Source: an optimization exercise on an open RTL-to-GDS flow (aim: small area, a short achievable clock period and few clock cycles per item). Production flows keep margins and buffers that such runs may drop.
Function was checked by simulation only, so behaviour that the tests miss may differ from the original.

## amber
// hsl_to_rgb_converter
module hsl_to_rgb_converter (
	input  logic clk,
	input  logic arst_n,
	input  logic hsl_valid,
	output logic hsl_stall,
	input  hsl_pkg::hsl_t hsl,
	output logic rgb_valid,
	input  logic rgb_stall,
	output hsl_pkg::rgb_t rgb
);
	logic v1, v2, v3, vo;
	logic adv;
	assign adv = !(vo && rgb_stall);
	always_ff @(posedge clk or negedge arst_n) begin
		if (!arst_n) begin
			v1 <= 1'b0;
			v2 <= 1'b0;
			v3 <= 1'b0;
			vo <= 1'b0;
		end else if (adv) begin
			v1 <= hsl_valid;
			v2 <= v1;
			v3 <= v2;
			vo <= v3;
		end
	end
	assign hsl_stall = !adv;
	assign rgb_valid = vo;
	logic [3:0] so1, st1, sn1;
	logic s41;
	logic [8:0] l1;
	logic gt1;
	logic [7:0] L1;
	logic [3:0] hb1;
	logic [7:0] hl1;
	logic [2:0] sec1;
	logic [15:0] P1;
	logic [11:0] G1;
	logic [15:0] P2;
	logic [8:0] l2;
	logic [2:0] sec2;
	logic [5:0] bo2, bt2, bn2;
	logic [65:0] r3;
	logic [2:0] sec3;
	logic [7:0] md, mx, mn;
	logic w0;
	logic w1;
	logic w2;
	logic w3;
	logic w4;
	logic w5;
	logic w6;
	logic w7;
	logic w8;
	logic w9;
	logic w10;
	logic w11;
	logic w12;
	logic w13;
	logic w14;
	logic w15;
	logic w16;
	logic w17;
	logic w18;
	logic w19;
	logic w20;
	logic w21;
	logic w22;
	logic w23;
	logic w24;
	logic w25;
	logic w26;
	logic w27;
	logic w28;
	logic w29;
	logic w30;
	logic w31;
	logic w32;
	logic w33;
	logic w34;
	logic w35;
	logic w36;
	logic w37;
	logic w38;
	logic w39;
	logic w40;
	logic w41;
	logic w42;
	logic w43;
	logic w44;
	logic w45;
	logic w46;
	logic w47;
	logic w48;
	logic w49;
	logic w50;
	logic w51;
	logic w52;
	logic w53;
	logic w54;
	logic w55;
	logic w56;
	logic w57;
	logic w58;
	logic w59;
	logic w60;
	logic w61;
	logic w62;
	logic w63;
	logic w64;
	logic w65;
	logic w66;
	logic w67;
	logic w68;
	logic w69;
	logic w70;
	logic w71;
	logic w72;
	logic w73;
	logic w74;
	logic w75;
	logic w76;
	logic w77;
	logic w78;
	logic w79;
	logic w80;
	logic w81;
	logic w82;
	logic w83;
	logic w84;
	logic w85;
	logic w86;
	logic w87;
	logic w88;
	logic w89;
	logic w90;
  ...
Size: roughly 1700 cells after synthesis, about 180 flip-flops, roughly 63 I/O pins, ~17000 µm² of cells after synthesis.
export LEC_CHECK = 0
export ABC_AREA = 1
export CAP_MARGIN = 20
export CORE_MARGIN = 2
export CORE_UTILIZATION = 40
export SETUP_SLACK_MARGIN = 3.6
export SLEW_MARGIN = 20
export SYNTH_HIERARCHICAL = 1
export SYNTH_MINIMUM_KEEP_SIZE = 0
create_clock -name core_clock -period 7.0 [get_ports {clk}]
standard.sh (not shown) runs the stock make flow with config.mk's settings and CLKGATE_MAP_FILE= SYNTH_SCRIPT=/design/flow/synth_recipe.tcl, a recipe that flattens the netlist after the stock synthesis.
==> flow/flow/run.sh <==
#!/bin/bash
# Layout flow: the standard flow (standard.sh) unchanged, except that the
# port buffers that global placement inserts are buf_2 cells rather than the
# default choice. Its full output goes to standard.log in this folder.
cp standard.sh standard_sh.txt.log
export BUFFER_PORTS_ARGS="-buffer_cell sky130_fd_sc_hd__buf_2"
bash standard.sh > standard.log 2>&1
Testbench counts of amber, summed over its fixed seeds: cycles 16,032, items 16,000.
Here is what was changed in the inputs of indigo compared with amber.
diff --git a/flow/config.mk b/flow/config.mk
--- a/flow/config.mk
+++ b/flow/config.mk
@@ -12 +12 @@
-export SETUP_SLACK_MARGIN = 3.6
+export SETUP_SLACK_MARGIN = 3.8
--- outcome ---
Sequential portion of the cell area delta for indigo relative to amber: 1.8 points lower. Diff indigo and amber: non-clock buffer share of cell area higher in indigo. When indigo is set beside amber, its final core area utilization turns out to be 3.2 points larger. Initial cell density of the core essentially unchanged between indigo and amber. Design area (amber / indigo): 0.935. Diff amber -> indigo | number of setup buffers added after CTS | increase of 110%. indigo vs amber: wire length reported by the detailed router up by a few percent.
--- input diff indigo..juniper ---
diff --git a/flow/config.mk b/flow/config.mk
--- a/flow/config.mk
+++ b/flow/config.mk
@@ -8 +7,0 @@
-export ABC_AREA = 1
@@ -12 +11 @@
-export SETUP_SLACK_MARGIN = 3.8
+export SETUP_SLACK_MARGIN = 3.0
Findings:
Multiplexer fraction of the synthesized cell area: lower on indigo. Going from indigo to juniper, area fraction in compound gates after synthesis increased by 5.2 points relative to the old numbers, layout buffer count excluding clock buffers decreased by 26% relative to the old numbers. On met3 track demand over resource in global routing, the lower figure sits with juniper, not indigo. juniper vs indigo, global-route wire length before repair went down by about 5%. Changes observed in juniper relative to indigo: first-iteration DRC count shows an increase of 18%, total instance count after detailed placement lower.
Changes in nickel relative to juniper:
diff --git a/flow/config.mk b/flow/config.mk
--- a/flow/config.mk
+++ b/flow/config.mk
@@ -7,0 +8 @@
+export ABC_AREA = 1
@@ -11 +12 @@
-export SETUP_SLACK_MARGIN = 3.0
+export SETUP_SLACK_MARGIN = 3.5
Findings:
nickel | stages: all done | timing, DRC, antenna: all pass
nickel vs juniper: final area down in nickel
Compared with juniper, nickel shows synthesized cell count higher by 147.
The clock buffer count reported for nickel is greater than that of juniper by 1.
Diff juniper and nickel: via count higher in nickel
The following lists how raven was set up differently from nickel:
diff --git a/flow/config.mk b/flow/config.mk
--- a/flow/config.mk
+++ b/flow/config.mk
@@ -12 +12 @@
-export SETUP_SLACK_MARGIN = 3.5
+export SETUP_SLACK_MARGIN = 3.0
--- outcome ---
In the flow results for nickel and raven, the final area is smaller on raven.
The final worst slack in raven sits 0.27 ns below the value recorded for nickel.
Between nickel and raven, the simple-gate share of the synthesized area figures differ only marginally.
Looking at clock slew at the register clock pins of the worst setup and hold paths, raven sits 0.02 ns above nickel.
nickel completed every stage of the flow, and the final layout passed the timing, design-rule and antenna checks.
raven finished end to end and its layout was clean on timing, DRC and antenna.
nickel was routed with more vias than raven.
Delta (raven minus nickel): non-clock buffer total of the final layout saw a decrease; largest stage delay on the critical path down 0.12 ns.
Compared with nickel, raven shows a higher critical path depth.
From nickel to raven, die area did not move at all.
Compared with nickel, raven shows non-filler instance count after layout that has gone down by a few percent.
Inputs modified between raven and sierra:
diff --git a/flow/config.mk b/flow/config.mk
--- a/flow/config.mk
+++ b/flow/config.mk
@@ -12 +12 @@
-export SETUP_SLACK_MARGIN = 3.0
+export SETUP_SLACK_MARGIN = 3.25
==> summary.txt <==
[sierra vs raven] share of the clock period used by the worst path after layout: lower in sierra
Going from raven to sierra, the final worst slack was found to have gone up by 0.086 ns.
Delta (sierra minus raven): setup fix buffers added after clock tree synthesis went up.
Diff sierra and raven: depth of the worst register-to-register path lower in sierra
sierra vs. raven: global-route usage higher; maximum number of pins on one net before global-route repair lower.

## static timing again, ports no longer ideal
In the flow no input, the clock included, has a driving cell. The finished layouts below were timed again as built, in two steps.
Step 1: set_driving_cell puts a clkbuf_16 on clk and a buf_2 on each other input, an assumption about the parent block.
Step 2 also shifts input and output timing later by t, the mid clock arrival at the registers, as if the neighbouring blocks saw the same clock.
a / b / c = ideal / step 1 / step 2; a / b = the first two.
run | t, ns | slack for setup (ns) | worst setup path after step 2 | worst register clock-pin slew, ns
amber | 0.487 | 3.591 / 3.591 / 3.591 | register to register | 0.07 / 0.07
indigo | 0.493 | 3.595 / 3.595 / 3.595 | register to register | 0.07 / 0.07
juniper | 0.499 | 2.812 / 2.812 / 2.812 | register to register | 0.08 / 0.08
nickel | 0.493 | 3.563 / 3.563 / 3.563 | register to register | 0.07 / 0.07
raven | 0.498 | 3.291 / 3.291 / 3.291 | register to register | 0.08 / 0.08
sierra | 0.500 | 3.377 / 3.377 / 3.377 | register to register | 0.08 / 0.08
After both steps every run listed still meets setup and hold.
